What follows belongs to an exercise in optimizing a design on an open flow for small area, a short achievable clock period and few clock cycles; a production flow would make more cautious choices.
At most, simulation tests tie the RTL to the original design; equivalence was not proved.
For run 3, only the layout was checked, not whether the RTL still works.
Power is estimated from default activity; no workload was simulated.

==> flow/design.v <==
package streamer_pkg;
  typedef logic [32-1:0] data_t;
  typedef logic [32-1:0] addr_t;
  typedef logic [16-1:0]  len_t;
  typedef logic [$clog2(4)-1:0] ch_idx_t;
  localparam ch_idx_t CH_X = 2'd0;
  localparam ch_idx_t CH_W = 2'd1;
  localparam ch_idx_t CH_Y = 2'd2;
  localparam ch_idx_t CH_Z = 2'd3;
  typedef struct packed {
    addr_t base;
    addr_t stride;
    len_t  len;
  } ch_cfg_t;
  typedef struct packed {
    addr_t addr;
    logic  we;
    data_t wdata;
  } mem_req_t;
  typedef struct packed {
    logic  rvalid;
    data_t rdata;
  } mem_rsp_t;
  typedef struct packed {
    addr_t addr;
    data_t wdata;
  } store_item_t;
endpackage
`timescale 1ns/1ps
module stream_fifo #(
  parameter int unsigned WIDTH  = 1,
  parameter int unsigned DEPTH  = 4,
  localparam int unsigned CNT_W = $clog2(DEPTH + 1),
  localparam int unsigned PTR_W = (DEPTH > 1) ? $clog2(DEPTH) : 1
) (
  input  logic             clk_i,
  input  logic             rst_n_i,
  input  logic             push_i,
  input  logic [WIDTH-1:0] item_i,
  output logic             full_o,
  input  logic             pop_i,
  output logic [WIDTH-1:0] item_o,
  output logic             empty_o,
  output logic [CNT_W-1:0] free_o
);
  logic [WIDTH-1:0] mem_q [DEPTH];
  logic [PTR_W-1:0] wr_ptr_q;
  logic [PTR_W-1:0] rd_ptr_q;
  logic [CNT_W-1:0] count_q;
  logic             push_en;
  logic             pop_en;
  assign empty_o = (count_q == '0);
  assign full_o  = (count_q == CNT_W'(DEPTH));
  assign free_o  = CNT_W'(DEPTH) - count_q;
  assign item_o  = mem_q[rd_ptr_q];
  assign pop_en  = pop_i && !empty_o;
  assign push_en = push_i && (!full_o || pop_i);
  always_ff @(posedge clk_i) begin
    if (!rst_n_i) begin
      wr_ptr_q <= '0;
      rd_ptr_q <= '0;
      count_q  <= '0;
    end else begin
      if (push_en) begin
        wr_ptr_q <= (wr_ptr_q == PTR_W'(DEPTH - 1)) ? '0 : wr_ptr_q + 1'b1;
      end
      if (pop_en) begin
        rd_ptr_q <= (rd_ptr_q == PTR_W'(DEPTH - 1)) ? '0 : rd_ptr_q + 1'b1;
      end
      if (push_en && !pop_en) begin
        count_q <= count_q + 1'b1;
      end else if (pop_en && !push_en) begin
        count_q <= count_q - 1'b1;
      end
    end
  end
  always_ff @(posedge clk_i) begin
    if (push_en) begin
      mem_q[wr_ptr_q] <= item_i;
    end
  end
endmodule
`timescale 1ns/1ps
module load_source (
  input  logic                  clk_i,
  input  logic                  rst_n_i,
  input  logic                  start_i,
  input  streamer_pkg::ch_cfg_t cfg_i,
  output logic                  elig_o,
  output streamer_pkg::addr_t   addr_o,
  output streamer_pkg::addr_t   stride_o,
  input  logic                  fire_i,
  input  streamer_pkg::addr_t   addr_inc_i,
  input  streamer_pkg::data_t   rdata_i,
  output logic                  valid_o,
  input  logic                  ready_i,
  output streamer_pkg::data_t   data_o,
  output logic                  done_o
);
  logic                busy_q;
  logic                done_q;
  logic                arr_q;      
  logic                full_q;     
  logic                nz_q;       
  streamer_pkg::len_t  rleft_q;
  streamer_pkg::addr_t addr_q;
  streamer_pkg::addr_t stride_q;
  streamer_pkg::data_t data_q;
  logic                start_ok;
  logic                full_d;
  assign start_ok = start_i && !busy_q;
  assign full_d   = arr_q || (full_q && !ready_i);
  assign elig_o   = busy_q && nz_q && !full_d;
  assign addr_o   = addr_q;
  assign stride_o = stride_q;
  assign valid_o = full_q;
  assign data_o  = data_q;
  assign done_o  = done_q;
  always_ff @(posedge clk_i) begin
    if (!rst_n_i) begin
      busy_q <= 1'b0;
      done_q <= 1'b0;
      arr_q  <= 1'b0;
      full_q <= 1'b0;
    end else begin
      arr_q  <= fire_i;
      full_q <= full_d;
      done_q <= 1'b0;
      if (start_ok) begin
        busy_q <= (cfg_i.len != '0);
        done_q <= (cfg_i.len == '0);
      end else if (busy_q && !nz_q && !full_d) begin
        busy_q <= 1'b0;
        done_q <= 1'b1;
      end
    end
  end
  always_ff @(posedge clk_i) begin
    if (start_ok) begin
      rleft_q <= cfg_i.len;
      nz_q    <= (cfg_i.len != '0);
    end else if (fire_i) begin
      rleft_q <= rleft_q - 1'b1;
      nz_q    <= (rleft_q != streamer_pkg::len_t'(1));
    end
  end
  always_ff @(posedge clk_i) begin
    if (start_ok) begin
      addr_q   <= cfg_i.base;
      stride_q <= cfg_i.stride;
    end else if (arr_q) begin
      addr_q <= addr_inc_i;
    end
  end
  always_ff @(posedge clk_i) begin
    if (arr_q) begin
      data_q <= rdata_i;
    end
  end
endmodule
`timescale 1ns/1ps
module store_sink (
  input  logic                  clk_i,
  input  logic                  rst_n_i,
  input  logic                  start_i,
  input  streamer_pkg::ch_cfg_t cfg_i,
  input  logic                  valid_i,
  output logic                  ready_o,
  input  streamer_pkg::data_t   data_i,
  output logic                  elig_o,
  output streamer_pkg::addr_t   addr_o,
  output streamer_pkg::addr_t   stride_o,
  output streamer_pkg::data_t   wdata_o,
  input  logic                  fire_i,
  input  streamer_pkg::addr_t   addr_inc_i,
  output logic                  done_o
);
  logic                busy_q;
  logic                done_q;
  logic                rdy_q;
  logic                full_q;     
  logic                fired_q;    
  logic                one_q;      
  streamer_pkg::len_t  wleft_q;
  streamer_pkg::addr_t addr_q;
  streamer_pkg::addr_t stride_q;
  streamer_pkg::data_t data_q;
  logic                start_ok;
  logic                push;
  logic                last;
  logic                busy_d;
  logic                full_d;
  assign start_ok = start_i && !busy_q;
  assign push     = valid_i && rdy_q;
  assign last     = fire_i && one_q;
  assign full_d   = push || (full_q && !fire_i);
  assign busy_d   = busy_q ? !last : (start_ok && (cfg_i.len != '0));
  assign elig_o   = busy_q && (push || full_q);
  assign addr_o   = fired_q ? addr_inc_i : addr_q;
  assign stride_o = stride_q;
  assign ready_o = rdy_q;
  assign wdata_o = data_q;
  assign done_o  = done_q;
  always_ff @(posedge clk_i) begin
    if (!rst_n_i) begin
      busy_q  <= 1'b0;
      done_q  <= 1'b0;
      rdy_q   <= 1'b0;
      full_q  <= 1'b0;
      fired_q <= 1'b0;
    end else begin
      busy_q  <= busy_d;
      rdy_q   <= busy_d && !full_d;
      full_q  <= full_d;
      fired_q <= fire_i;
      done_q  <= busy_q ? last : (start_ok && (cfg_i.len == '0));
    end
  end
  always_ff @(posedge clk_i) begin
    if (start_ok) begin
      wleft_q <= cfg_i.len;
      one_q   <= (cfg_i.len == streamer_pkg::len_t'(1));
    end else if (fire_i) begin
      wleft_q <= wleft_q - 1'b1;
      one_q   <= (wleft_q == streamer_pkg::len_t'(2));
    end
  end
  always_ff @(posedge clk_i) begin
    if (start_ok) begin
      addr_q   <= cfg_i.base;
      stride_q <= cfg_i.stride;
    end else if (fired_q) begin
      addr_q <= addr_inc_i;
    end
  end
  always_ff @(posedge clk_i) begin
    if (push) begin
      data_q <= data_i;
    end
  end
endmodule
`timescale 1ns/1ps
module tcdm_arbiter (
  input  logic                                         clk_i,
  input  logic                                         rst_n_i,
  input  logic [4-1:0]                    elig_i,
  input  logic [4*32-1:0]   addr_i,
  input  logic [4*32-1:0]   stride_i,
  input  logic                                         mem_gnt_i,
  output logic                                         req_o,
  output streamer_pkg::addr_t                          addr_o,
  output logic [4-1:0]                    sel_o,
  output logic [4-1:0]                    fire_o,
  output streamer_pkg::addr_t                          addr_inc_o
);
  localparam int unsigned N_CH = 4;
  localparam int unsigned AW   = 32;
  logic                req_q;
  logic [N_CH-1:0]     sel_q;
  streamer_pkg::addr_t addr_q;
  streamer_pkg::addr_t stride_q;
  streamer_pkg::addr_t inc_q;
  logic [N_CH-1:0]     cand;
  logic [N_CH-1:0]     pick;
  logic [N_CH-1:0]     sel_nx;
  logic                hold;
  streamer_pkg::addr_t addr_d;
  streamer_pkg::addr_t stride_d;
  streamer_pkg::addr_t inc_d;
  assign cand = elig_i & ~(req_q ? sel_q : '0);
  always_comb begin
    logic [2*N_CH-1:0] dbl;
    logic              found;
    pick  = '0;
    found = 1'b0;
    dbl   = {cand, cand};
    for (int unsigned p = 0; p < N_CH; p++) begin
      if (sel_q[p]) begin
        for (int unsigned off = 1; off <= N_CH; off++) begin
          if (!found && dbl[p + off]) begin
            found = 1'b1;
            pick[(p + off) % N_CH] = 1'b1;
          end
        end
      end
    end
  end
  assign hold   = req_q && !mem_gnt_i;
  assign sel_nx = hold ? sel_q : pick;
  assign req_o  = req_q;
  assign addr_o = addr_q;
  assign sel_o  = sel_q;
  assign fire_o = (req_q && mem_gnt_i) ? sel_q : '0;
  always_comb begin
    addr_d   = '0;
    stride_d = '0;
    for (int unsigned c = 0; c < N_CH; c++) begin
      addr_d   = addr_d   | ({AW{sel_nx[c]}} & addr_i[c*AW +: AW]);
      stride_d = stride_d | ({AW{sel_nx[c]}} & stride_i[c*AW +: AW]);
    end
  end
  always_ff @(posedge clk_i) begin
    if (!rst_n_i) begin
      req_q <= 1'b0;
      sel_q <= N_CH'(1);
    end else if (!hold) begin
      req_q <= (cand != '0);
      if (cand != '0) begin
        sel_q <= pick;
      end
    end
  end
  always_comb begin
    logic [AW-1:0] g;
    logic [AW-1:0] p;
    logic [AW-1:0] gn;
    logic [AW-1:0] pn;
    g = addr_q & stride_q;
    p = addr_q ^ stride_q;
    for (int unsigned lvl = 0; lvl < $clog2(AW); lvl++) begin
      gn = g;
      pn = p;
      for (int unsigned i = 0; i < AW; i++) begin
        if (i[lvl]) begin
          gn[i] = g[i] | (p[i] & g[((i >> lvl) << lvl) - 1]);
          pn[i] = p[i] & p[((i >> lvl) << lvl) - 1];
        end
      end
      g = gn;
      p = pn;
    end
    inc_d = (addr_q ^ stride_q) ^ {g[AW-2:0], 1'b0};
  end
  always_ff @(posedge clk_i) begin
    addr_q   <= addr_d;
    stride_q <= stride_d;
    inc_q    <= inc_d;
  end
  assign addr_inc_o = inc_q;
endmodule
`timescale 1ns/1ps
module redmule_streamer (
  input  logic                   clk_i,
  input  logic                   rst_n_i,
  input  logic                   x_start_i,
  input  streamer_pkg::ch_cfg_t  x_cfg_i,
  output logic                   x_valid_o,
  input  logic                   x_ready_i,
  output streamer_pkg::data_t    x_data_o,
  output logic                   x_done_o,
  input  logic                   w_start_i,
  input  streamer_pkg::ch_cfg_t  w_cfg_i,
  output logic                   w_valid_o,
  input  logic                   w_ready_i,
  output streamer_pkg::data_t    w_data_o,
  output logic                   w_done_o,
  input  logic                   y_start_i,
  input  streamer_pkg::ch_cfg_t  y_cfg_i,
  output logic                   y_valid_o,
  input  logic                   y_ready_i,
  output streamer_pkg::data_t    y_data_o,
  output logic                   y_done_o,
  input  logic                   z_start_i,
  input  streamer_pkg::ch_cfg_t  z_cfg_i,
  input  logic                   z_valid_i,
  output logic                   z_ready_o,
  input  streamer_pkg::data_t    z_data_i,
  output logic                   z_done_o,
  output logic                   mem_req_o,
  output streamer_pkg::mem_req_t mem_req_data_o,
  input  logic                   mem_gnt_i,
  input  streamer_pkg::mem_rsp_t mem_rsp_i
);
  logic [4-1:0] elig;
  logic [4-1:0] sel;
  logic [4-1:0] fire;
  streamer_pkg::addr_t       x_addr, x_stride;
  streamer_pkg::addr_t       w_addr, w_stride;
  streamer_pkg::addr_t       y_addr, y_stride;
  streamer_pkg::addr_t       z_addr, z_stride;
  streamer_pkg::addr_t       addr_inc;
  streamer_pkg::data_t       z_wdata;
  load_source i_x_source (
    .clk_i       (clk_i),     .rst_n_i    (rst_n_i),
    .start_i     (x_start_i), .cfg_i      (x_cfg_i),
    .elig_o      (elig[0]),
    .addr_o      (x_addr),    .stride_o   (x_stride),
    .fire_i      (fire[0]),   .addr_inc_i (addr_inc),
    .rdata_i     (mem_rsp_i.rdata),
    .valid_o     (x_valid_o), .ready_i    (x_ready_i),
    .data_o      (x_data_o),  .done_o     (x_done_o)
  );
  load_source i_w_source (
    .clk_i       (clk_i),     .rst_n_i    (rst_n_i),
    .start_i     (w_start_i), .cfg_i      (w_cfg_i),
    .elig_o      (elig[1]),
    .addr_o      (w_addr),    .stride_o   (w_stride),
    .fire_i      (fire[1]),   .addr_inc_i (addr_inc),
    .rdata_i     (mem_rsp_i.rdata),
    .valid_o     (w_valid_o), .ready_i    (w_ready_i),
    .data_o      (w_data_o),  .done_o     (w_done_o)
  );
  load_source i_y_source (
    .clk_i       (clk_i),     .rst_n_i    (rst_n_i),
    .start_i     (y_start_i), .cfg_i      (y_cfg_i),
    .elig_o      (elig[2]),
    .addr_o      (y_addr),    .stride_o   (y_stride),
    .fire_i      (fire[2]),   .addr_inc_i (addr_inc),
    .rdata_i     (mem_rsp_i.rdata),
    .valid_o     (y_valid_o), .ready_i    (y_ready_i),
    .data_o      (y_data_o),  .done_o     (y_done_o)
  );
  store_sink i_z_sink (
    .clk_i       (clk_i),     .rst_n_i    (rst_n_i),
    .start_i     (z_start_i), .cfg_i      (z_cfg_i),
    .valid_i     (z_valid_i), .ready_o    (z_ready_o),
    .data_i      (z_data_i),
    .elig_o      (elig[3]),
    .addr_o      (z_addr),    .stride_o   (z_stride),
    .wdata_o     (z_wdata),
    .fire_i      (fire[3]),   .addr_inc_i (addr_inc),
    .done_o      (z_done_o)
  );
  tcdm_arbiter i_arbiter (
    .clk_i       (clk_i),
    .rst_n_i     (rst_n_i),
    .elig_i      (elig),
    .addr_i      ({z_addr, y_addr, w_addr, x_addr}),
    .stride_i    ({z_stride, y_stride, w_stride, x_stride}),
    .mem_gnt_i   (mem_gnt_i),
    .req_o       (mem_req_o),
    .addr_o      (mem_req_data_o.addr),
    .sel_o       (sel),
    .fire_o      (fire),
    .addr_inc_o  (addr_inc)
  );
  assign mem_req_data_o.we    = sel[3];
  assign mem_req_data_o.wdata = z_wdata;
endmodule
==> flow/flow/run.sh <==
#!/bin/bash
# The standard layout, with the smallest buffer on every input and output port.
set -euo pipefail
cd "$(dirname "$0")/.."
export BUFFER_PORTS_ARGS="-buffer_cell sky130_fd_sc_hd__buf_1"
bash standard.sh > standard.log 2>&1
==> flow/standard.sh <==
#!/bin/bash
# synth_recipe.tcl (not shown) runs the flow's synth.tcl, then flattens the netlist and writes it again
# the make line also repeats each setting of config.mk as NAME=value (left out here)
make -C /OpenROAD-flow-scripts/flow DESIGN_CONFIG=/design/flow/config.mk WORK_HOME=/design/flow/orfs CLKGATE_MAP_FILE= SYNTH_SCRIPT=/design/flow/synth_recipe.tcl "${@:-finish}"
==> flow/config.mk <==
export PLATFORM = sky130hd
export DESIGN_NAME = redmule_streamer
export DESIGN_NICKNAME = redmule_streamer
export VERILOG_FILES = /design/flow/design.v
export SDC_FILE = /design/flow/constraint.sdc
export NUM_CORES = 4
export LEC_CHECK = 0
export CAP_MARGIN = 20
export CORE_MARGIN = 2
export CORE_UTILIZATION = 60
export CTS_BUF_LIST = sky130_fd_sc_hd__clkbuf_8
export CTS_CLUSTER_DIAMETER = 60
export CTS_CLUSTER_SIZE = 14
export PLACE_DENSITY = 0.72
export SETUP_SLACK_MARGIN = 3.0
export SLEW_MARGIN = 20
==> flow/constraint.sdc <==
create_clock -name core_clock -period 5.5 [get_ports {clk_i}]
set_input_delay 1.1000 -clock core_clock [delete_from_list [all_inputs] [get_ports {clk_i}]]
set_output_delay 1.1000 -clock core_clock [all_outputs]
set_load 0.01 [all_outputs]
==> results of run 1 <==
## metal layers
layer  up-vias  global-route usage  share of wire
met2       736               0.524           0.49
met4         4               0.189          0.058
li1       7125                   -              -
met3       179              0.0729          0.081
met5         -                   0        0.00052
met1      7585               0.383           0.37
## worst max-delay path by stage
stage	from	to	slack, ns	depth (start not counted)
2_1_floorplan	z_valid_i	i_arbiter.addr_q[10]$_DFF_P_	2.60	9
3_3_place_gp	z_valid_i	i_arbiter.stride_q[29]$_DFF_P_	1.76	10
3_5_place_dp	z_valid_i	i_arbiter.stride_q[8]$_DFF_P_	1.70	10
4_1_cts	i_arbiter.addr_q[0]$_DFF_P_	i_arbiter.inc_q[16]$_DFF_P_	2.95	13
5_1_grt	i_arbiter.addr_q[0]$_DFF_P_	i_arbiter.inc_q[16]$_DFF_P_	2.80	13
6_report	i_arbiter.addr_q[0]$_DFF_P_	i_arbiter.inc_q[16]$_DFF_P_	2.92	13
## power groups by stage
stage	registers [mW]	logic [mW]	clock network [mW]
2_1_floorplan	5.70	1.21	0
3_3_place_gp	5.80	1.69	0
3_5_place_dp	5.82	1.75	0
4_1_cts	5.73	1.82	2.26
5_1_grt	5.81	2.04	2.41
6_report	5.75	1.87	2.20
## per-stage QoR
stage                     cells  instance area [sq um]  hold WS [ns]  setup slack, ns  total power [mW]
after global placement     2552                  25000         0.422             1.76              7.49
after detailed placement   2552                  25000         0.423             1.70              7.57
final                      2673                  26300         0.439             2.92              9.82
after CTS                  2648                  26100         0.440             2.95              9.81
after floorplan            1577                  22600         0.408             2.60              6.91
after global routing       2669                  26300         0.460             2.80              10.3
## layout make-up
cell class                 count  area, sq um  area share
clock inverter                36          149     0.00567
sequential                   570        15600       0.595
inverter                      28          115     0.00438
tap                          468          586      0.0223
clock buffer                  50          688      0.0262
antenna                       21         52.6     0.00200
timing repair buffer         590         2370      0.0903
multi-input combinational    910         6670       0.254
## repair_timing
action / 4_1_cts / 5_1_grt
gates resized for setup: 34 / 31
gates cloned: 2 / 1
pin swaps: 11 / 9
setup buffers: 8 / 2
endpoints found under the setup margin: 121 / 139
## logic make-up after synthesis
group / count (synthesis) / synth area share
DFF: 570 / 0.693
and+or+nand+nor: 371 / 0.0760
AOI/OAI and AO/OA: 289 / 0.0924
muxes: 130 / 0.0631
buffers and inverters: 100 / 0.0212
xor gates and xnor gates: 74 / 0.0288
adders and majority gates: 43 / 0.0255
## layout by cell type, fill, tap and decap left out, types with 19 or more instances in the layout
cell | synthesis | layout
mux2_2 | 96 | 96
nor2_1 | 68 | 67
mux2i_1 | 34 | 33
diode_2 | 0 | 21
nor3_1 | 24 | 22
a21oi_1 | 56 | 53
xor2_1 | 21 | 21
nor4_1 | 33 | 33
edfxtp_1 | 420 | 420
xnor2_1 | 53 | 53
o21ai_0 | 71 | 68
a21o_1 | 20 | 19
a222oi_1 | 32 | 32
dfxtp_1 | 150 | 138
buf_1 | 3 | 560
inv_1 | 28 | 58
ha_1 | 38 | 36
a221o_1 | 32 | 32
nand2_1 | 171 | 170
clkbuf_8 | 0 | 50
o2bb2ai_1 | 32 | 32
## critical path, stage by stage, from the launching register on
cell and delay [ns]:
dfxtp_2 0.37, ha_4 0.14, inv_2 0.03, fa_2 0.34, nand2b_4 0.16, a21oi_4 0.16, o41ai_2 0.10, a21o_1 0.21
nor2_2 0.13, o21ai_2 0.07, nand2b_1 0.13, a21oi_2 0.09, fa_2 0.52, inv_1 0.04
==> summary.txt, run 1 <==
Floorplan
  – Ports: 566
  – Full die area: 39100 sq um
  – Initial Utilization: 0.613
  – Row cnt: 70
  – Core ar.: 36800 sq um
  – Die width: 198 um
  – Vert. Die Dim: 198 um

Yosys
  – Avg Inst Size Synth: 14.3 sq um
  – Gate Count Post-Synth: 1577
  – Top post-synthesis cells by area: edfxtp_1 (56%), dfxtp_1 (13%), mux2_2 (4.8%)
  – Post-synth net total: 2016
  – Sequential cell area fraction in the yosys report: 0.693
  – #FFs+latches synth: 570
  – Post-synth top area cell: edfxtp_1
  – Ys async rst share: 0
  – Post-synth EDFFs: 420
  – Warnings, synthesis: 3
  – Synthesized area: 22500 sq um
  – Synth top area share: 0.560
  – Top_reg_cell synth: edfxtp_1
  – Count leader, synth: edfxtp_1
  – Synth cell types: 61
  – Top post-synthesis cells by count: edfxtp_1 (420), nand2_1 (171), dfxtp_1 (150), mux2_2 (96), o21ai_0 (71)

GRT
  – Pin count of the biggest net entering global routing: 78
  – Antenna violations before repair: 23
  – First-pass GRT wire length: 90.6 mm
  – Vias in the first global route: 15400
  – GRT Overall Usage: 0.317
  – Total gr overflow: 0

Power and ir drop
  – Flop pwr share: 0.586
  – Internal power: 7.02 mW
  – Comb power frac: 0.190
  – Max IR drop VDD: 0.243 mV
  – Clock share of power: 0.224
  – P per Cell Area: 374 nW/um^2
  – Switching share of power: 0.285
  – Psw: 2.80 mW
  – Leakage power: 9.20 nW

Critical path
  – Critical path endpoint category: flop
  – Flop2flop setup slack: 2.92 ns
  – Worst Setup Path Type: reg2reg
  – Startpoint types: flop
  – Worst r2r dst: i_arbiter.inc_q[16]$_DFF_P_
  – Reg2reg start: i_arbiter.addr_q[0]$_DFF_P_
  – Worst R2R Path Depth: 13
  – Critical Path RT: 6.06 ns
  – Crit path arrival time: 3.14 ns
  – CP Max Fanout: 3

CTS
  – Hold buffer count at cts: 0
  – Clk root buf: clkbuf_8
  – Clock buffer depth: 3
  – Worst skew pair latency: 0.65 ns
  – CTS tree: done
  – H-Tree Depth: 2
  – Clock transition at path regs: 0.09 ns
  – Number of CTS-inserted buffers: 47
  – Clk sinks: 570

STA
  – Fin Setup TNS: 0 ns
  – Pins Over Slew Limit: 0
  – Tmin final: 2.58 ns
  – Clock Skews: 0.0350 ns
  – # setup viols final: 0
  – Unrepaired setup endpoints after global routing: yes
  – Achievable Freq: 387 MHz
  – Final count of hold timing violations: 0
  – Worst-margin pin slew: 1.07 ns
  – Fin crit share: 0.470
  – Relative slew slack: 0.285

Hold path
  – HP Start: i_y_source.stride_q[6]$_DFFE_PP_
  – End of the worst hold path: i_arbiter.stride_q[6]$_DFF_P_
  – Hold depth: 2
  – Hold crit path type: reg2reg

Routing
  – Routed len/inst: 23.7 um
  – Via count: 15600
  – # DRC: 0
  – 1st-iter DRT viols: 1086
  – Vias per cell: 5.85
  – Initial DRT Pass Iterations: 5
  – Antenna-violating nets left: 0
  – WL final: 63.4 mm

Finish
  – Nets: 2586
  – Share of layout cells above drive strength 1: 0.107
  – Area Growth Syn to Fin: 16.6%
  – Final core occ: 0.714
  – Filler cells: 2612

Run status
  – Status: complete, no violations

Flow run
  – Max Cap Viol: 0

Placed design
  – Final HPWL DP: 44.0 mm
  – Placer Congestion: 0.865
  – Count of port buffers added during placement: 564
Testbench counts, summed over its fixed seeds: cycles 11,327.
==> run 2, diff against run 1 <==
--- a/flow/config.mk
+++ b/flow/config.mk
@@ -5,6 +5,7 @@
 export SDC_FILE = /design/flow/constraint.sdc
 export NUM_CORES = 4
 export LEC_CHECK = 0
+export ABC_AREA = 1
 export CAP_MARGIN = 20
 export CORE_MARGIN = 2
 export CORE_UTILIZATION = 60
@@ -12,5 +13,5 @@
 export CTS_CLUSTER_DIAMETER = 60
 export CTS_CLUSTER_SIZE = 14
 export PLACE_DENSITY = 0.72
-export SETUP_SLACK_MARGIN = 3.0
+export SETUP_SLACK_MARGIN = 3.15
 export SLEW_MARGIN = 20
==> run 2 against run 1 <==
Compared with the run above: cell area increased by 16%; via count increased by 34%; maximum frequency increased by 2.9%; wire length increased by 34%; register-to-register slack improved by 0.07 ns; critical path depth increased by 4; clock-buffer cell count decreased by 2; critical endpoint unchanged.
==> summary.txt, run 2 <==
CTS
  – Clk sinks: 570
  – H-Tree Depth: 2
  – Clock transition at path regs: 0.10 ns
  – Number of CTS-inserted buffers: 48
  – Hold buffer count at cts: 0
  – Clock buffer depth: 3
  – Worst skew pair latency: 0.70 ns
  – CTS tree: done
  – Clk root buf: clkbuf_8

Routing
  – Routed len/inst: 23.2 um
  – # DRC: 0
  – Via count: 21000
  – 1st-iter DRT viols: 2694
  – WL final: 84.9 mm
  – Vias per cell: 5.74
  – Antenna-violating nets left: 0
  – Initial DRT Pass Iterations: 8

GRT
  – Vias in the first global route: 19800
  – Total gr overflow: 0
  – GRT Overall Usage: 0.377
  – First-pass GRT wire length: 117 mm
  – Antenna violations before repair: 13
  – Pin count of the biggest net entering global routing: 83

Yosys
  – Top_reg_cell synth: edfxtp_1
  – Ys async rst share: 0
  – Post-synth net total: 2904
  – Synth cell types: 43
  – Gate Count Post-Synth: 2465
  – Count leader, synth: nand2_1
  – Top post-synthesis cells by count: nand2_1 (863), edfxtp_1 (420), nand3_1 (235), inv_1 (225), dfxtp_1 (150)
  – Post-synth top area cell: edfxtp_1
  – #FFs+latches synth: 570
  – Synth top area share: 0.516
  – Top post-synthesis cells by area: edfxtp_1 (52%), nand2_1 (13%), dfxtp_1 (12%)
  – Warnings, synthesis: 3
  – Sequential cell area fraction in the yosys report: 0.639
  – Post-synth EDFFs: 420
  – Avg Inst Size Synth: 9.92 sq um
  – Synthesized area: 24400 sq um

Floorplan
  – Vert. Die Dim: 206 um
  – Full die area: 42400 sq um
  – Ports: 566
  – Row cnt: 73
  – Core ar.: 40000 sq um
  – Die width: 206 um
  – Initial Utilization: 0.611

STA
  – Clock Skews: 0.0247 ns
  – # setup viols final: 0
  – Fin crit share: 0.457
  – WHS: 0.502 ns
  – Unrepaired setup endpoints after global routing: yes
  – Relative slew slack: 0.259
  – Final count of hold timing violations: 0
  – Achievable Freq: 398 MHz
  – Pins Over Slew Limit: 0
  – Fin Setup TNS: 0 ns
  – Worst-margin pin slew: 1.11 ns
  – Tmin final: 2.51 ns

Finish
  – Commonest non-fill, non-tap cells in the layout: nand2_1 (782), buf_1 (468), edfxtp_1 (420)
  – Final core occ: 0.762
  – Nets: 3515
  – Commonest non-fill, non-tap cell in the layout: nand2_1
  – Share of layout cells above drive strength 1: 0.183
  – Area Growth Syn to Fin: 24.7%

Power and ir drop
  – Total power: 11.6 mW
  – Comb power frac: 0.294
  – Internal power: 7.58 mW
  – Flop pwr share: 0.500
  – Clock share of power: 0.206
  – Leakage power: 12.9 nW
  – Switching share of power: 0.347
  – P per Cell Area: 381 nW/um^2
  – Max IR drop VDD: 0.336 mV
  – Psw: 4.03 mW

Critical path
  – Worst Setup Path Type: reg2reg
  – Critical Path RT: 6.10 ns
  – Crit path arrival time: 3.11 ns
  – Critical path endpoint category: flop
  – Startpoint types: flop
  – CP Max Fanout: 3

Placed design
  – Placer Congestion: 0.913
  – Count of port buffers added during placement: 564
  – Final HPWL DP: 51.2 mm

Hold path
  – Hold crit path type: reg2reg

Run status
  – Status: complete, no violations

Flow run
  – Max Cap Viol: 0
[run 2: final cells by class]
class	count	area, sq um
diodes	20	50.0
clock buffers	48	661
clock inverters	42	243
fillers	2798	9510
inverters	256	982
multi-input cells	1560	8770
flip-flops and latches	570	15700
well taps	525	657
repair buffers	640	3450
[run 2: timing repair]
action | 4_1_cts | 5_1_grt
pin swaps | 22 | 128
endpoints found under the setup margin | 198 | 190
endpoints found under the hold margin | 0 | 0
gates cloned | 11 | 6
buffers inserted | 41 | 12
resized for setup | 139 | 272
[run 2: worst paths after layout]
| check | start | to | cells after the start | slack [ns] |
|---|---|---|---|---|
| hold / removal | i_arbiter.stride_q[0]$_DFF_P_ | i_arbiter.inc_q[0]$_DFF_P_ | 1 | 0.50 |
| setup reg to reg | i_arbiter.addr_q[0]$_DFF_P_ | i_arbiter.inc_q[16]$_DFF_P_ | 17 | 2.99 |
| setup / recovery | i_arbiter.addr_q[0]$_DFF_P_ | i_arbiter.inc_q[16]$_DFF_P_ | 17 | 2.99 |
| hold reg to reg | i_arbiter.stride_q[0]$_DFF_P_ | i_arbiter.inc_q[0]$_DFF_P_ | 1 | 0.50 |
[run 2: logic make-up (layout without fill, tap and decap cells)]
group / after synthesis / in the layout / share of synthesized area
other: 0 / 20 / 0
and+or+nand+nor: 1304 / 1315 / 0.222
xor gates and xnor gates: 42 / 42 / 0.0150
buffers and inverters: 346 / 986 / 0.0569
AOI/OAI and AO/OA: 128 / 128 / 0.0296
DFF: 570 / 570 / 0.639
muxes: 32 / 32 / 0.0147
adders and majority gates: 43 / 43 / 0.0235
[run 2: metal layers]
| layer | share of wire | GRT usage | vias up |
|---|---|---|---|
| li1 | - | - | 9365 |
| met1 | 0.35 | 0.478 | 9911 |
| met2 | 0.47 | 0.604 | 1437 |
| met3 | 0.12 | 0.0869 | 285 |
| met4 | 0.060 | 0.208 | 2 |
| met5 | 0.000094 | 0 | - |
[run 2: critical path, cell delays in order (launching register included)]
cell	delay [ns]
dfxtp_4	0.39
ha_4	0.12
inv_2	0.03
fa_2	0.32
inv_2	0.08
nand3_2	0.07
nand2_2	0.09
nand3_2	0.07
nand2_2	0.08
nand2_2	0.05
nand2_2	0.10
a21oi_4	0.08
inv_2	0.07
nand3b_1	0.13
nand2_4	0.14
inv_2	0.04
fa_2	0.51
inv_1	0.04
[run 2: power groups by stage]
| stage | Combinational (mW) | Clock [mW] | Sequential, mW |
|---|---|---|---|
| 6_report | 3.41 | 2.39 | 5.81 |
| 5_1_grt | 3.68 | 2.55 | 5.86 |
| 4_1_cts | 2.87 | 2.38 | 5.76 |
| 3_5_place_dp | 2.50 | 0 | 5.86 |
| 3_3_place_gp | 2.42 | 0 | 5.84 |
| 2_1_floorplan | 1.70 | 0 | 5.76 |
[run 2: per-stage QoR]
| step | area [sq um] | std cells | worst slack, ns |
|---|---|---|---|
| floorplan | 24800 | 2465 | 3.01 |
| global placement | 27200 | 3481 | 1.77 |
| detailed placement | 27200 | 3481 | 1.79 |
| CTS | 29200 | 3623 | 3.03 |
| global route | 30500 | 3653 | 2.89 |
| finish | 30500 | 3661 | 2.99 |
==> run 3, diff against run 2 <==
--- a/flow/design.v
+++ b/flow/design.v
@@ -310,27 +310,7 @@
       end
     end
   end
-  always_comb begin
-    logic [AW-1:0] g;
-    logic [AW-1:0] p;
-    logic [AW-1:0] gn;
-    logic [AW-1:0] pn;
-    g = addr_q & stride_q;
-    p = addr_q ^ stride_q;
-    for (int unsigned lvl = 0; lvl < $clog2(AW); lvl++) begin
-      gn = g;
-      pn = p;
-      for (int unsigned i = 0; i < AW; i++) begin
-        if (i[lvl]) begin
-          gn[i] = g[i] | (p[i] & g[((i >> lvl) << lvl) - 1]);
-          pn[i] = p[i] & p[((i >> lvl) << lvl) - 1];
-        end
-      end
-      g = gn;
-      p = pn;
-    end
-    inc_d = (addr_q ^ stride_q) ^ {g[AW-2:0], 1'b0};
-  end
+  assign inc_d = addr_q + stride_q;
   always_ff @(posedge clk_i) begin
     addr_q   <= addr_d;
     stride_q <= stride_d;
--- a/flow/config.mk
+++ b/flow/config.mk
@@ -5,7 +5,6 @@
 export SDC_FILE = /design/flow/constraint.sdc
 export NUM_CORES = 4
 export LEC_CHECK = 0
-export ABC_AREA = 1
 export CAP_MARGIN = 20
 export CORE_MARGIN = 2
 export CORE_UTILIZATION = 60
@@ -13,5 +12,5 @@
 export CTS_CLUSTER_DIAMETER = 60
 export CTS_CLUSTER_SIZE = 14
 export PLACE_DENSITY = 0.72
-export SETUP_SLACK_MARGIN = 3.15
+export SETUP_SLACK_MARGIN = 3.0
 export SLEW_MARGIN = 20
==> run 3 against run 2 <==
Compared with the run above: worst hold slack worse by 0.046 ns; maximum frequency down 4.4%; synthesized area shrank 6.4%; still clean; non-clock buffer count shrank 24; register-to-register slack worse by 0.08 ns; utilization is 3.1 points lower; highest routed layer unchanged; critical path type is now in2reg; sequential power fell by 2%; via count fell by 21%.
==> summary.txt, run 3 <==
Run status
  – Status: complete, no violations

Routing
  – # DRC: 0
  – Routed len/inst: 24.9 um
  – WL final: 69.2 mm
  – Vias per cell: 5.93
  – 1st-iter DRT viols: 1243
  – Via count: 16500
  – Initial DRT Pass Iterations: 6
  – Antenna-violating nets left: 0

Yosys
  – Synthesized area: 22900 sq um
  – Synth Area in Adders: 0.0222
  – Gate Count Post-Synth: 1610
  – Avg Inst Size Synth: 14.2 sq um
  – Warnings, synthesis: 3
  – Mux contribution to synthesized area: 0.0617
  – Xor and xnor area share after synthesis: 0.0295
  – Largest family of logic cells by synthesized area: compound AO/OA/AOI/OAI gates
  – Simple-gate share of the synthesized area: 0.0706
  – #FFs+latches synth: 570
  – Post-synth net total: 2046
  – Sequential cell area fraction in the yosys report: 0.682
  – Post-synth EDFFs: 420
  – Top post-synthesis cells by area: edfxtp_1 (55%), dfxtp_1 (13%), mux2_2 (4.7%)
  – Synth top area share: 0.551
  – Top_reg_cell synth: edfxtp_1
  – Count leader, synth: edfxtp_1
  – Top post-synthesis cells by count: edfxtp_1 (420), dfxtp_1 (150), nand2_1 (104), mux2_2 (96), nor2_1 (79)
  – Synth cell types: 66
  – Post-synth top area cell: edfxtp_1
  – Synth Area in Compound Gates: 0.114
  – Ys async rst share: 0

Power and ir drop
  – Max IR drop VDD: 0.240 mV
  – Leakage power: 9.50 nW
  – P per Cell Area: 361 nW/um^2

STA
  – Final count of hold timing violations: 0
  – Unrepaired setup endpoints after global routing: yes
  – Fin Setup TNS: 0 ns
  – WHS: 0.456 ns
  – # setup viols final: 0
  – Clock Skews: 0.0384 ns
  – Worst-margin pin slew: 1.09 ns
  – Relative slew slack: 0.275
  – Final worst setup slack: 2.87 ns
  – Fin crit share: 0.478
  – Achievable Freq: 381 MHz
  – Tmin final: 2.63 ns
  – Pins Over Slew Limit: 0

GRT
  – GRT Overall Usage: 0.327
  – Vias in the first global route: 15500
  – Antenna violations before repair: 22
  – First-pass GRT wire length: 94.2 mm
  – Pin count of the biggest net entering global routing: 69
  – Total gr overflow: 0

CTS
  – Clk sinks: 570
  – Number of CTS-inserted buffers: 48
  – Hold buffer count at cts: 0
  – Worst skew pair latency: 0.66 ns
  – H-Tree Depth: 2
  – Clk root buf: clkbuf_8
  – Clock buffer depth: 3
  – CTS tree: done
  – Clock transition at path regs: 0.09 ns

Critical path
  – CP Max Fanout: 16
  – Reg2reg start: i_arbiter.stride_q[15]$_DFF_P_
  – Critical path endpoint category: flop
  – Startpoint types: input port
  – Flop2flop setup slack: 2.91 ns
  – Critical Path RT: 6.03 ns
  – Worst r2r dst: i_arbiter.inc_q[28]$_DFF_P_
  – Worst Setup Path Type: in2reg
  – Worst R2R Path Depth: 8
  – Crit path arrival time: 3.16 ns

Floorplan
  – Die width: 199 um
  – Ports: 566
  – Vert. Die Dim: 199 um
  – Initial Utilization: 0.609
  – Core ar.: 37600 sq um
  – Row cnt: 71
  – Full die area: 39700 sq um

Flow run
  – Max Cap Viol: 0

Finish
  – Share of layout cells above drive strength 1: 0.138
  – Commonest non-fill, non-tap cell in the layout: buf_1
  – Commonest non-fill, non-tap cells in the layout: buf_1 (561), edfxtp_1 (420), dfxtp_1 (128)
  – Final core occ: 0.731
  – Area Growth Syn to Fin: 20.0%
  – Nets: 2649

Hold path
  – End of the worst hold path: i_arbiter.addr_q[2]$_DFF_P_
  – Hold crit path type: reg2reg
  – Hold depth: 1
  – HP Start: i_w_source.addr_q[2]$_DFFE_PP_

Placed design
  – Final HPWL DP: 46.0 mm
  – Pre-CTS WS: 1.50 ns
  – Count of port buffers added during placement: 564
  – Placer Congestion: 0.889
==> run 3: changes by cell type after synthesis, moves of 46 or more <==
cell,previous run,this run
nand3_1,235,14
inv_1,225,30
mux2_2,32,96
a221o_1,0,65
nand2_1,863,104
xnor2_1,12,58
==> run 3: how the worst max path moves through the flow <==
stage               slack (ns)                              to       from  depth (start not counted)
floorplan                 2.60  i_arbiter.stride_q[23]$_DFF_P_  z_valid_i                         10
global placement          1.61  i_arbiter.stride_q[17]$_DFF_P_  mem_gnt_i                          6
detailed placement        1.50   i_arbiter.stride_q[0]$_DFF_P_  mem_gnt_i                          6
CTS                       2.96  i_w_source.addr_q[2]$_DFFE_PP_  w_start_i                          4
global route              2.78  i_arbiter.stride_q[31]$_DFF_P_  x_ready_i                         12
finish                    2.87   i_arbiter.stride_q[2]$_DFF_P_  x_ready_i                         12
==> run 3: worst max-delay path, stage by stage <==
cell and delay, ns:
buf_1 0.06, nand2b_1 0.16, nand4b_1 0.23, buf_4 0.22
a21oi_4 0.13, a2bb2oi_2 0.17, o21ai_2 0.12, a21oi_2 0.25
o21ai_4 0.10, buf_12 0.15, buf_12 0.16, a221o_1 0.31
==> run 3: power by group <==
group	leakage [nW]	switching, mW	internal, mW
clock	0.563	1.40	0.906
sequential	5.23	0.419	5.28
combinational	3.71	1.03	0.871
==> run 3: routing by layer <==
metal  vias to the layer above  track usage  wire (um)
met5                         -            0         52
met4                         8        0.132       2340
met3                       149       0.0670       6660
met2                       922        0.526      32900
met1                      8006        0.438      27300
li1                       7433            -          -
==> run 3: cell type report <==
type / instances / area [sq um]
Clock inverter: 39 / 199
Fill cell: 2568 / 10100
Tap cell: 511 / 639
Inverter: 30 / 115
Sequential cell: 570 / 15700
Multi-Input combinational cell: 947 / 7360
Clock buffer: 50 / 688
Antenna cell: 21 / 52.6
Timing Repair Buffer: 616 / 2750
==> run 3: through the flow <==
stage | total power, mW | instance area (sq um) | instances
2_1_floorplan | 6.77 | 23000 | 1610
3_3_place_gp | 7.36 | 25500 | 2629
3_5_place_dp | 7.43 | 25500 | 2629
4_1_cts | 9.76 | 26800 | 2738
5_1_grt | 10.3 | 27400 | 2777
6_report | 9.92 | 27500 | 2784
==> run 3: cell families after synthesis <==
group,count (synthesis)
AOI/OAI and AO/OA,359
xor gates and xnor gates,77
buffers and inverters,101
DFF,570
and+or+nand+nor,334
muxes,129
adders and majority gates,40
==> run 3: repair_timing <==
item,in CTS,in global routing
setup buffers,16,14
endpoints found under the hold margin,0,0
gates cloned,4,11
setup endpoints to repair,138,143
pin swaps,11,25
resized for setup,56,69
==> run 4, diff against run 3 <==
--- a/flow/design.v
+++ b/flow/design.v
@@ -262,6 +262,7 @@
   streamer_pkg::addr_t inc_q;
   logic [N_CH-1:0]     cand;
   logic [N_CH-1:0]     pick;
+  logic [N_CH-1:0]     pri_q [N_CH];
   logic [N_CH-1:0]     sel_nx;
   logic                hold;
   streamer_pkg::addr_t addr_d;
@@ -269,18 +270,14 @@
   streamer_pkg::addr_t inc_d;
   assign cand = elig_i & ~(req_q ? sel_q : '0);
   always_comb begin
-    logic [2*N_CH-1:0] dbl;
-    logic              found;
-    pick  = '0;
-    found = 1'b0;
-    dbl   = {cand, cand};
-    for (int unsigned p = 0; p < N_CH; p++) begin
-      if (sel_q[p]) begin
-        for (int unsigned off = 1; off <= N_CH; off++) begin
-          if (!found && dbl[p + off]) begin
-            found = 1'b1;
-            pick[(p + off) % N_CH] = 1'b1;
-          end
+    for (int unsigned c = 0; c < N_CH; c++) begin
+      pick[c] = cand[c];
+      for (int unsigned j = 0; j < N_CH; j++) begin
+        if (j < c && cand[j] && pri_q[j][c]) begin
+          pick[c] = 1'b0;
+        end
+        if (j > c && cand[j] && !pri_q[c][j]) begin
+          pick[c] = 1'b0;
         end
       end
     end
@@ -303,14 +300,49 @@
     if (!rst_n_i) begin
       req_q <= 1'b0;
       sel_q <= N_CH'(1);
+      for (int unsigned i = 0; i < N_CH; i++) begin
+        for (int unsigned j = i + 1; j < N_CH; j++) begin
+          pri_q[i][j] <= 1'b1;
+        end
+      end
     end else if (!hold) begin
       req_q <= (cand != '0);
       if (cand != '0) begin
         sel_q <= pick;
       end
+      for (int unsigned i = 0; i < N_CH; i++) begin
+        for (int unsigned j = i + 1; j < N_CH; j++) begin
+          if (pick[j]) begin
+            pri_q[i][j] <= 1'b1;
+          end
+          if (pick[i]) begin
+            pri_q[i][j] <= 1'b0;
+          end
+        end
+      end
+    end
+  end
+  always_comb begin
+    logic [AW-1:0] g;
+    logic [AW-1:0] p;
+    logic [AW-1:0] gn;
+    logic [AW-1:0] pn;
+    g = addr_q & stride_q;
+    p = addr_q ^ stride_q;
+    for (int unsigned lvl = 0; lvl < $clog2(AW); lvl++) begin
+      gn = g;
+      pn = p;
+      for (int unsigned i = 0; i < AW; i++) begin
+        if (i[lvl]) begin
+          gn[i] = g[i] | (p[i] & g[((i >> lvl) << lvl) - 1]);
+          pn[i] = p[i] & p[((i >> lvl) << lvl) - 1];
+        end
+      end
+      g = gn;
+      p = pn;
     end
+    inc_d = (addr_q ^ stride_q) ^ {g[AW-2:0], 1'b0};
   end
-  assign inc_d = addr_q + stride_q;
   always_ff @(posedge clk_i) begin
     addr_q   <= addr_d;
     stride_q <= stride_d;
--- a/flow/config.mk
+++ b/flow/config.mk
@@ -5,6 +5,7 @@
 export SDC_FILE = /design/flow/constraint.sdc
 export NUM_CORES = 4
 export LEC_CHECK = 0
+export ABC_AREA = 1
 export CAP_MARGIN = 20
 export CORE_MARGIN = 2
 export CORE_UTILIZATION = 60
==> run 4 against run 3 <==
Compared with the run above: register-to-register slack gained 0.23 ns; wire length is 5.5% higher; via count is 17% higher; die area is 4.7% higher; critical path depth is 11 lower; first-iteration DRC count is 30% higher; worst hold slack gained 0.0081 ns; power grew 2.7%; synthesized cell count increased by 42%; cell count rose by 22%; combinational power grew 5%; critical path type is now reg2out; largest power group unchanged.
==> summary.txt, run 4 <==
STA
  – Tmin final: 2.44 ns
  – Relative slew slack: 0.214
  – Clock Skews: 0.0369 ns
  – Worst-margin pin slew: 1.18 ns
  – Pins Over Slew Limit: 0
  – Fin Setup TNS: 0 ns
  – WHS: 0.464 ns
  – Achievable Freq: 410 MHz
  – Unrepaired setup endpoints after global routing: no
  – # setup viols final: 0
  – Final count of hold timing violations: 0
  – Fin crit share: 0.444

CTS
  – Clock buffer depth: 3
  – Number of CTS-inserted buffers: 49
  – H-Tree Depth: 2
  – Worst skew pair latency: 0.68 ns
  – Clock transition at path regs: 0.10 ns
  – Clk sinks: 576
  – CTS tree: done
  – Clk root buf: clkbuf_8

Yosys
  – Synth Area in Compound Gates: 0.0362
  – Post-synth EDFFs: 420
  – Synthesized area: 24000 sq um
  – Xor and xnor area share after synthesis: 0.0132
  – Count leader, synth: nand2_1
  – Ys async rst share: 0
  – Synth top area share: 0.526
  – Top post-synthesis cells by count: nand2_1 (690), edfxtp_1 (420), nand3_1 (250), dfxtp_1 (156), inv_1 (143)
  – Sequential cell area fraction in the yosys report: 0.656
  – Mux contribution to synthesized area: 0.0150
  – Post-synth top area cell: edfxtp_1
  – Top_reg_cell synth: edfxtp_1
  – Synth cell types: 44
  – Avg Inst Size Synth: 10.5 sq um
  – Simple-gate share of the synthesized area: 0.213
  – Gate Count Post-Synth: 2281
  – Warnings, synthesis: 4
  – #FFs+latches synth: 576
  – Top post-synthesis cells by area: edfxtp_1 (53%), dfxtp_1 (13%), nand2_1 (11%)
  – Largest family of logic cells by synthesized area: simple AND/OR/NAND/NOR gates
  – Synth Area in Adders: 0.0240
  – Post-synth net total: 2720

Power and ir drop
  – Switching share of power: 0.312
  – P per Cell Area: 369 nW/um^2
  – Clock share of power: 0.235
  – Psw: 3.17 mW
  – Comb power frac: 0.197
  – Leakage power: 10.9 nW
  – Max IR drop VDD: 0.243 mV
  – Flop pwr share: 0.567
  – Internal power: 7.01 mW
  – Total power: 10.2 mW

Routing
  – Via count: 19300
  – Vias per cell: 5.67
  – Routed len/inst: 21.5 um
  – 1st-iter DRT viols: 1614
  – WL final: 73.1 mm
  – Initial DRT Pass Iterations: 6
  – # DRC: 0
  – Antenna-violating nets left: 0

Finish
  – FF/Latch Area: 15700 sq um
  – Commonest non-fill, non-tap cell in the layout: nand2_1
  – Area Growth Syn to Fin: 15.1%
  – Commonest non-fill, non-tap cells in the layout: nand2_1 (686), buf_1 (557), edfxtp_1 (420)
  – Filler cells: 3140
  – Multi-input logic area: 7370 sq um
  – Share of layout cells above drive strength 1: 0.0572
  – Nets: 3265

Critical path
  – Worst r2r dst: i_arbiter.addr_q[16]$_DFF_P_
  – Crit path largest cell delay: 0.47 ns
  – CP Buf/Inv Count: 1
  – Reg2reg start: i_w_source.arr_q$_SDFF_PN0_
  – Worst Setup Path Type: reg2out
  – Crit path arrival time: 1.34 ns
  – Worst R2R Path Depth: 10
  – Cell breakdown of the critical path: buf_1
  – Critical path endpoint category: output pin
  – Startpoint types: flop
  – Critical Path RT: 4.40 ns
  – CP top delay family: flip-flops
  – Crit path max-delay cell type: dfxtp_2
  – CP Max Fanout: 2
  – Flop2flop setup slack: 3.14 ns

Flow run
  – Max Cap Viol: 0

Floorplan
  – Initial Utilization: 0.606
  – Full die area: 41600 sq um
  – Ports: 566
  – Vert. Die Dim: 204 um
  – Die width: 204 um
  – Core ar.: 39500 sq um
  – Row cnt: 73

Hold path
  – End of the worst hold path: i_arbiter.stride_q[0]$_DFF_P_
  – Hold crit path type: reg2reg
  – HP Start: i_z_sink.stride_q[0]$_DFFE_PP_
  – Hold depth: 2

GRT
  – Pin count of the biggest net entering global routing: 81
  – First-pass GRT wire length: 106 mm
  – Vias in the first global route: 18100
  – GRT Overall Usage: 0.341
  – Antenna violations before repair: 14
  – Total gr overflow: 0

Placed design
  – Placer Congestion: 0.904
  – Final HPWL DP: 49.7 mm
  – Count of port buffers added during placement: 564

Run status
  – Status: complete, no violations
-- run 4: changes by cell type after synthesis, sizes merged, moves of 44 or more --
cell / before / now
nor2: 79 / 129
inv: 30 / 147
a221o: 65 / 0
mux2: 96 / 32
nand4: 6 / 72
nand2: 104 / 694
nand3: 14 / 250
xnor2: 58 / 14
-- run 4: cell type report --
class | count | share of cell area
flip-flops and latches | 576 | 0.571
multi-input cells | 1464 | 0.267
diodes | 13 | 0.00118
clock buffers | 54 | 0.0269
repair buffers | 585 | 0.0835
inverters | 150 | 0.0204
clock inverters | 38 | 0.00675
well taps | 525 | 0.0238
-- run 4: power by group through the flow --
| stage | sequential [mW] | clock (mW) | combinational (mW) |
|---|---|---|---|
| finish | 5.78 | 2.40 | 2.01 |
| global route | 5.83 | 2.58 | 2.26 |
| CTS | 5.76 | 2.41 | 1.97 |
| detailed placement | 5.85 | 0 | 1.95 |
| global placement | 5.84 | 0 | 1.88 |
| floorplan | 5.71 | 0 | 1.29 |
-- run 4: worst max path at each step --
stage / from / endpoint / cells past startpoint
2_1_floorplan: mem_gnt_i / i_x_source.nz_q$_DFFE_PP_ / 2
3_3_place_gp: x_ready_i / i_arbiter.addr_q[29]$_DFF_P_ / 10
3_5_place_dp: x_ready_i / i_arbiter.addr_q[12]$_DFF_P_ / 10
4_1_cts: i_w_source.arr_q$_SDFF_PN0_ / i_arbiter.addr_q[12]$_DFF_P_ / 11
5_1_grt: i_y_source.arr_q$_SDFF_PN0_ / i_arbiter.stride_q[30]$_DFF_P_ / 10
6_report: i_arbiter.addr_q[11]$_DFF_P_ / mem_req_data_o[44] / 1
-- run 4: cell families (layout without fill, tap and decap cells) --
kind of cell | count (synthesis) | count (layout)
xor+xnor | 36 | 36
simple gates | 1193 | 1196
flops | 576 | 576
other cells | 0 | 13
mux | 32 | 32
fa+ha+maj | 43 | 43
compound gates | 157 | 157
buf+inv | 244 | 827
-- run 4: timing repair --
action,4_1_cts,5_1_grt
hold buffers,0,0
endpoints found under the setup margin,74,66
resized for setup,23,11
pin swaps,1,4
gates cloned,0,3
buffers inserted,0,2
-- run 4: routing by layer --
metal / GRT usage / share of wire
met2: 0.570 / 0.49
met4: 0.143 / 0.039
met5: 0 / 0.00042
met1: 0.436 / 0.38
met3: 0.0692 / 0.096
-- run 4: per-stage QoR --
stage | instances | area [sq um] | setup WS (ns) | util
4_1_cts | 3387 | 27500 | 2.99 | 0.695
5_1_grt | 3402 | 27600 | 3.00 | 0.698
3_3_place_gp | 3295 | 26500 | 2.01 | 0.670
2_1_floorplan | 2281 | 24000 | 2.62 | -
6_report | 3405 | 27600 | 3.06 | 0.698
3_5_place_dp | 3295 | 26500 | 2.01 | 0.670
Testbench counts of run 4, summed over its fixed seeds: cycles 11,314.
==> run 5, diff against run 4 <==
--- a/flow/config.mk
+++ b/flow/config.mk
@@ -13,5 +13,5 @@
 export CTS_CLUSTER_DIAMETER = 60
 export CTS_CLUSTER_SIZE = 14
 export PLACE_DENSITY = 0.72
-export SETUP_SLACK_MARGIN = 3.0
+export SETUP_SLACK_MARGIN = 3.3
 export SLEW_MARGIN = 20
==> run 5 against run 4 <==
Compared with the run above: global-route usage up 2.6 points; clock-buffer cell count down 5; worst hold slack worse by 0.0099 ns; synthesized cell count unchanged; synthesized area unchanged; maximum frequency up 2.7%; via count up 2.4%; still clean on timing, DRC and antenna; critical endpoint is now y_data_o[24]; wire length up 7.8%; cell count up 1.3%; power up 2.9%; first-iteration DRC count up 8.1%; combinational power up 18%.
==> summary.txt, run 5 <==
CTS
  – Clock transition at path regs: 0.09 ns
  – H-Tree Depth: 2
  – Worst skew pair latency: 0.69 ns
  – Clk root buf: clkbuf_8
  – CTS tree: done
  – Clock buffer depth: 3
  – Hold buffer count at cts: 0
  – Number of CTS-inserted buffers: 49
  – Clk sinks: 576

Yosys
  – Post-synth net total: 2720
  – Top_reg_cell synth: edfxtp_1
  – Count leader, synth: nand2_1
  – Post-synth EDFFs: 420
  – Top post-synthesis cells by count: nand2_1 (690), edfxtp_1 (420), nand3_1 (250), dfxtp_1 (156), inv_1 (143)
  – Ys async rst share: 0
  – Synthesized area: 24000 sq um
  – Gate Count Post-Synth: 2281
  – Top post-synthesis cells by area: edfxtp_1 (53%), dfxtp_1 (13%), nand2_1 (11%)
  – #FFs+latches synth: 576
  – Warnings, synthesis: 4
  – Sequential cell area fraction in the yosys report: 0.656
  – Avg Inst Size Synth: 10.5 sq um
  – Post-synth top area cell: edfxtp_1
  – Synth top area share: 0.526
  – Synth cell types: 44

Finish
  – Share of layout cells above drive strength 1: 0.139
  – Nets: 3314
  – Commonest non-fill, non-tap cells in the layout: nand2_1 (678), edfxtp_1 (420), buf_1 (417)
  – Area Growth Syn to Fin: 20.4%
  – Commonest non-fill, non-tap cell in the layout: nand2_1

Critical path
  – Crit path largest cell delay: 0.44 ns
  – Critical path endpoint category: output pin
  – Crit path from: i_y_source.data_q[24]$_DFFE_PP_
  – Startpoint types: flop
  – Crit path max-delay cell type: edfxtp_1
  – Worst Setup Path Type: reg2out
  – Cell breakdown of the critical path: clkbuf_2
  – Reg2reg start: i_arbiter.addr_q[0]$_DFF_P_
  – Critical Path RT: 4.40 ns
  – CP Max Fanout: 1
  – CP Buf/Inv Count: 1
  – CP top delay family: flip-flops
  – Crit path arrival time: 1.28 ns

GRT
  – GRT Overall Usage: 0.367
  – Vias in the first global route: 19200
  – Pin count of the biggest net entering global routing: 84
  – First-pass GRT wire length: 112 mm
  – Total gr overflow: 0
  – Antenna violations before repair: 9

Floorplan
  – Full die area: 41600 sq um
  – Row cnt: 73
  – Initial Utilization: 0.606
  – Ports: 566
  – Die width: 204 um
  – Vert. Die Dim: 204 um
  – Core ar.: 39500 sq um

Power and ir drop
  – Leakage power: 11.7 nW
  – P per Cell Area: 363 nW/um^2
  – Total power: 10.5 mW
  – Max IR drop VDD: 0.269 mV

STA
  – Tmin final: 2.38 ns
  – Relative slew slack: 0.253
  – Clock Skews: 0.0319 ns
  – Pins Over Slew Limit: 0
  – # setup viols final: 0
  – Unrepaired setup endpoints after global routing: yes
  – Fin crit share: 0.432
  – Final count of hold timing violations: 0
  – Fin Setup TNS: 0 ns
  – Achievable Freq: 421 MHz
  – Worst-margin pin slew: 1.12 ns

Routing
  – WL final: 78.8 mm
  – # DRC: 0
  – Antenna-violating nets left: 0
  – Vias per cell: 5.73
  – Initial DRT Pass Iterations: 6
  – Routed len/inst: 22.9 um
  – Via count: 19800
  – 1st-iter DRT viols: 1745

Hold path
  – HP Start: i_z_sink.stride_q[9]$_DFFE_PP_
  – Hold crit path type: reg2reg

Run status
  – Status: complete, no violations

Flow run
  – Max Cap Viol: 0

Placed design
  – Count of port buffers added during placement: 564
  – Final HPWL DP: 51.3 mm
  – Placer Congestion: 0.911
[run 5: cell count changes in the layout (fill, tap and decap cells not counted), sizes merged, moves of 4 or more]
cell | before | now
nand2 | 694 | 705
buf | 583 | 552
diode | 13 | 8
clkbuf | 56 | 117
inv | 179 | 186
clkinv | 7 | 3
[run 5: repair_timing]
action	4_1_cts	5_1_grt
hold endpoints to repair	0	0
pin swaps	9	10
buffers inserted	29	11
resized for setup	234	117
setup endpoints to repair	440	352
cloned	10	7
[run 5: layout make-up]
type                    count  area [sq um]
diodes                      8          20.0
multi-input cells        1478          7730
flip-flops and latches    576         15800
clock inverters            42           213
fillers                  2937         10700
inverters                 150           573
well taps                 525           657
clock buffers              49           674
repair buffers            620          3150
[run 5: power breakdown]
| group | total [mW] | switching (mW) | internal (mW) |
|---|---|---|---|
| Clock | 2.34 | 1.44 | 0.896 |
| Combinational | 2.37 | 1.45 | 0.916 |
| Sequential | 5.77 | 0.407 | 5.37 |
[run 5: cell families after synthesis]
kind of cell    Yosys count  share of synthesized area
simple gates           1193                      0.213
flops                   576                      0.656
buf+inv                 244                     0.0423
compound gates          157                     0.0362
fa+ha+maj                43                     0.0240
xor+xnor                 36                     0.0132
mux                      32                     0.0150
[run 5: per-layer routing]
metal  track usage  part of all wire  vias up
met5             0           0.00058        -
met3        0.0775              0.10      269
met4         0.182             0.056        6
li1              -                 -     9017
met1         0.441              0.35     9287
met2         0.630              0.49     1195
[run 5: path summary, 6_finish.rpt]
check | to | slack [ns] | cells after the start
worst max register to register | i_arbiter.inc_q[17]$_DFF_P_ | 3.35 | 11
worst max-delay path | y_data_o[24] | 3.12 | 1
worst min-delay path | i_arbiter.stride_q[9]$_DFF_P_ | 0.45 | 2
worst min register to register | i_arbiter.stride_q[9]$_DFF_P_ | 0.45 | 2
[run 5: stage by stage]
stage / setup slack [ns] / hold WS, ns / cell area [sq um] / std cells / util
floorplan: 3.27 / 0.420 / 24100 / 2281 / -
global placement: 2.00 / 0.431 / 26500 / 3292 / 0.671
detailed placement: 2.00 / 0.439 / 26500 / 3292 / 0.671
CTS: 3.09 / 0.461 / 28400 / 3422 / 0.717
global route: 3.10 / 0.479 / 28800 / 3444 / 0.729
finish: 3.12 / 0.454 / 28900 / 3448 / 0.730
==> run 6, diff against run 5 <==
--- a/flow/config.mk
+++ b/flow/config.mk
@@ -13,5 +13,5 @@
 export CTS_CLUSTER_DIAMETER = 60
 export CTS_CLUSTER_SIZE = 14
 export PLACE_DENSITY = 0.72
-export SETUP_SLACK_MARGIN = 3.3
+export SETUP_SLACK_MARGIN = 3.15
 export SLEW_MARGIN = 20
==> run 6 against run 5 <==
Compared with the run above: register-to-register slack worse by 0.14 ns; setup slack better by 0.011 ns; cell count is 1.2% lower; wire length decreased by 5.1%; die area unchanged; clock power increased by 4%; clock-buffer cell count rose by 4; worst hold slack improved by 0.011 ns; flip-flop and latch count unchanged; power down 1.9%; largest cell class unchanged; largest power group unchanged; highest routed layer unchanged.
==> summary.txt, run 6 <==
Run status
  – Status: complete, no violations

CTS
  – Number of CTS-inserted buffers: 49
  – H-Tree Depth: 2
  – Hold buffer count at cts: 0
  – Clk root buf: clkbuf_8
  – Clk sinks: 576
  – Worst skew pair latency: 0.67 ns
  – Clock buffer depth: 3
  – CTS tree: done
  – Clock transition at path regs: 0.10 ns

Routing
  – Routed len/inst: 22.0 um
  – Initial DRT Pass Iterations: 6
  – Antenna-violating nets left: 0
  – Vias per cell: 5.69
  – # DRC: 0
  – 1st-iter DRT viols: 1688
  – Via count: 19400
  – WL final: 74.8 mm

GRT
  – Antenna violations before repair: 10
  – GRT Overall Usage: 0.351
  – Pin count of the biggest net entering global routing: 79
  – Total gr overflow: 0
  – First-pass GRT wire length: 108 mm
  – Vias in the first global route: 18500

Yosys
  – Ys async rst share: 0
  – Synth cell types: 44
  – Post-synth net total: 2720
  – Synthesized area: 24000 sq um
  – Post-synth EDFFs: 420
  – Top post-synthesis cells by area: edfxtp_1 (53%), dfxtp_1 (13%), nand2_1 (11%)
  – #FFs+latches synth: 576
  – Sequential cell area fraction in the yosys report: 0.656
  – Top post-synthesis cells by count: nand2_1 (690), edfxtp_1 (420), nand3_1 (250), dfxtp_1 (156), inv_1 (143)
  – Gate Count Post-Synth: 2281
  – Avg Inst Size Synth: 10.5 sq um
  – Warnings, synthesis: 4
  – Post-synth top area cell: edfxtp_1
  – Synth top area share: 0.526
  – Count leader, synth: nand2_1
  – Top_reg_cell synth: edfxtp_1

STA
  – Worst-margin pin slew: 1.18 ns
  – Relative slew slack: 0.212
  – Pins Over Slew Limit: 0
  – Fin Setup TNS: 0 ns
  – # setup viols final: 0
  – Fin crit share: 0.430
  – Unrepaired setup endpoints after global routing: yes
  – Tmin final: 2.37 ns
  – Clock Skews: 0.0429 ns
  – Final count of hold timing violations: 0
  – Achievable Freq: 423 MHz

Floorplan
  – Row cnt: 73
  – Vert. Die Dim: 204 um
  – Ports: 566
  – Full die area: 41600 sq um
  – Die width: 204 um
  – Initial Utilization: 0.606
  – Core ar.: 39500 sq um

Power and ir drop
  – Max IR drop VDD: 0.236 mV
  – Psw: 3.19 mW
  – Flop pwr share: 0.560
  – P per Cell Area: 368 nW/um^2
  – Clock share of power: 0.236
  – Comb power frac: 0.204
  – Switching share of power: 0.310
  – Internal power: 7.10 mW
  – Leakage power: 11.1 nW
  – Total power: 10.3 mW

Finish
  – Non-Filler Instances: 3406
  – Commonest non-fill, non-tap cell in the layout: nand2_1
  – Nets: 3276
  – Commonest non-fill, non-tap cells in the layout: nand2_1 (684), buf_1 (518), edfxtp_1 (420)
  – Area Growth Syn to Fin: 16.5%
  – Share of layout cells above drive strength 1: 0.0838

Critical path
  – Critical Path RT: 4.40 ns
  – Startpoint types: flop
  – CP Max Fanout: 1
  – Critical path endpoint category: output pin
  – CP Buf/Inv Count: 1
  – Crit path largest cell delay: 0.45 ns
  – CP top delay family: flip-flops
  – Cell breakdown of the critical path: clkbuf_2
  – Flop2flop setup slack: 3.21 ns
  – Crit path max-delay cell type: edfxtp_1
  – Crit path arrival time: 1.27 ns
  – Worst Setup Path Type: reg2out

Placed design
  – Count of port buffers added during placement: 564
  – Final HPWL DP: 50.4 mm
  – Placed cell count: 3297
  – Placer Congestion: 0.916

Flow run
  – Max Cap Viol: 0

Hold path
  – Hold crit path type: reg2reg
## run 6: repair_timing
action,in CTS,in global routing
pin swaps,4,3
endpoints found under the setup margin,220,93
hold endpoints to repair,0,0
gates resized for setup,100,31
buffers inserted,4,3
cloned,3,4
## run 6: per-stage QoR
| stage | area, sq um | util | setup WS [ns] | hold slack [ns] |
|---|---|---|---|---|
| CTS | 27800 | 0.702 | 3.09 | 0.468 |
| floorplan | 24000 | - | 3.16 | 0.420 |
| global route | 27900 | 0.706 | 3.10 | 0.487 |
| detailed placement | 26500 | 0.671 | 2.09 | 0.448 |
| global placement | 26500 | 0.671 | 2.07 | 0.448 |
| finish | 27900 | 0.706 | 3.13 | 0.465 |
## run 6: routing by layer
metal  share of wire  wire length [um]  global-route usage  up-vias
met1            0.37             27700               0.445     9089
met5         0.00088                66                   0        -
met2            0.47             35500               0.576     1126
met3           0.099              7380              0.0646      235
met4           0.056              4160               0.190       10
li1                -                 -                   -     8928
## run 6: cell type report
class | count | area, sq um
inverter | 150 | 567
sequential | 576 | 15800
timing repair buffer | 592 | 2470
antenna | 4 | 10.0
multi-input combinational | 1468 | 7480
fill | 3086 | 11600
clock buffer | 53 | 729
clock inverter | 38 | 216
tap | 525 | 657
## run 6: cell families after synthesis
| group | after synthesis | share of synthesized area |
|---|---|---|
| and+or+nand+nor | 1193 | 0.213 |
| DFF | 576 | 0.656 |
| xor gates and xnor gates | 36 | 0.0132 |
| adders and majority gates | 43 | 0.0240 |
| muxes | 32 | 0.0150 |
| AOI/OAI and AO/OA | 157 | 0.0362 |
| buffers and inverters | 244 | 0.0423 |
## run 6: path summary, 6_finish.rpt
| check | endpoint | from | depth (start not counted) |
|---|---|---|---|
| worst max-delay path | w_data_o[13] | i_w_source.data_q[13]$_DFFE_PP_ | 1 |
| worst min-delay path | i_arbiter.stride_q[20]$_DFF_P_ | i_z_sink.stride_q[20]$_DFFE_PP_ | 2 |
| worst max register to register | i_arbiter.inc_q[17]$_DFF_P_ | i_arbiter.addr_q[0]$_DFF_P_ | 10 |
| worst min register to register | i_arbiter.stride_q[20]$_DFF_P_ | i_z_sink.stride_q[20]$_DFFE_PP_ | 2 |
## run 6: power groups by stage
stage	sequential (mW)	combinational [mW]	clock (mW)
CTS	5.74	2.03	2.46
global route	5.81	2.35	2.62
floorplan	5.71	1.30	0
detailed placement	5.82	1.96	0
finish	5.75	2.10	2.43
global placement	5.81	1.90	0

-- port drivers added, routing unchanged --
Ports are ideal in the flow. The routed layouts listed here were re-timed in OpenROAD. Step 1, drivers: a clkbuf_16 drives clk_i and a buf_2 each remaining input, both assumed. Step 2 also shifts input and output timing later by t, the mid clock arrival at the registers, as if the neighbouring blocks saw the same clock. a / b / c = ideal / step 1 / step 2; a / b = the first two.
| run | shift t [ns] | setup slack, ns | hold slack, ns | clock arrival spread, ns |
|---|---|---|---|---|
| run 1 | 0.688 | 2.915 / 2.915 / 2.366 | 0.439 / 0.439 / 0.439 | 0.035 / 0.036 |
| run 2 | 0.742 | 2.988 / 2.988 / 2.327 | 0.502 / 0.502 / 0.502 | 0.026 / 0.025 |
| run 3 | 0.696 | 2.872 / 2.873 / 2.177 | 0.456 / 0.456 / 0.456 | 0.041 / 0.041 |
| run 4 | 0.714 | 3.060 / 3.005 / 2.398 | 0.464 / 0.464 / 0.464 | 0.046 / 0.046 |
| run 5 | 0.727 | 3.123 / 3.065 / 2.630 | 0.454 / 0.454 / 0.454 | 0.036 / 0.036 |
| run 6 | 0.705 | 3.135 / 3.082 / 2.496 | 0.465 / 0.465 / 0.465 | 0.047 / 0.047 |
After both steps setup and hold are still met in every run listed. For run 3, which loses most, drivers alone change the setup slack by +0.001 ns; drivers and shift together by -0.695 ns.
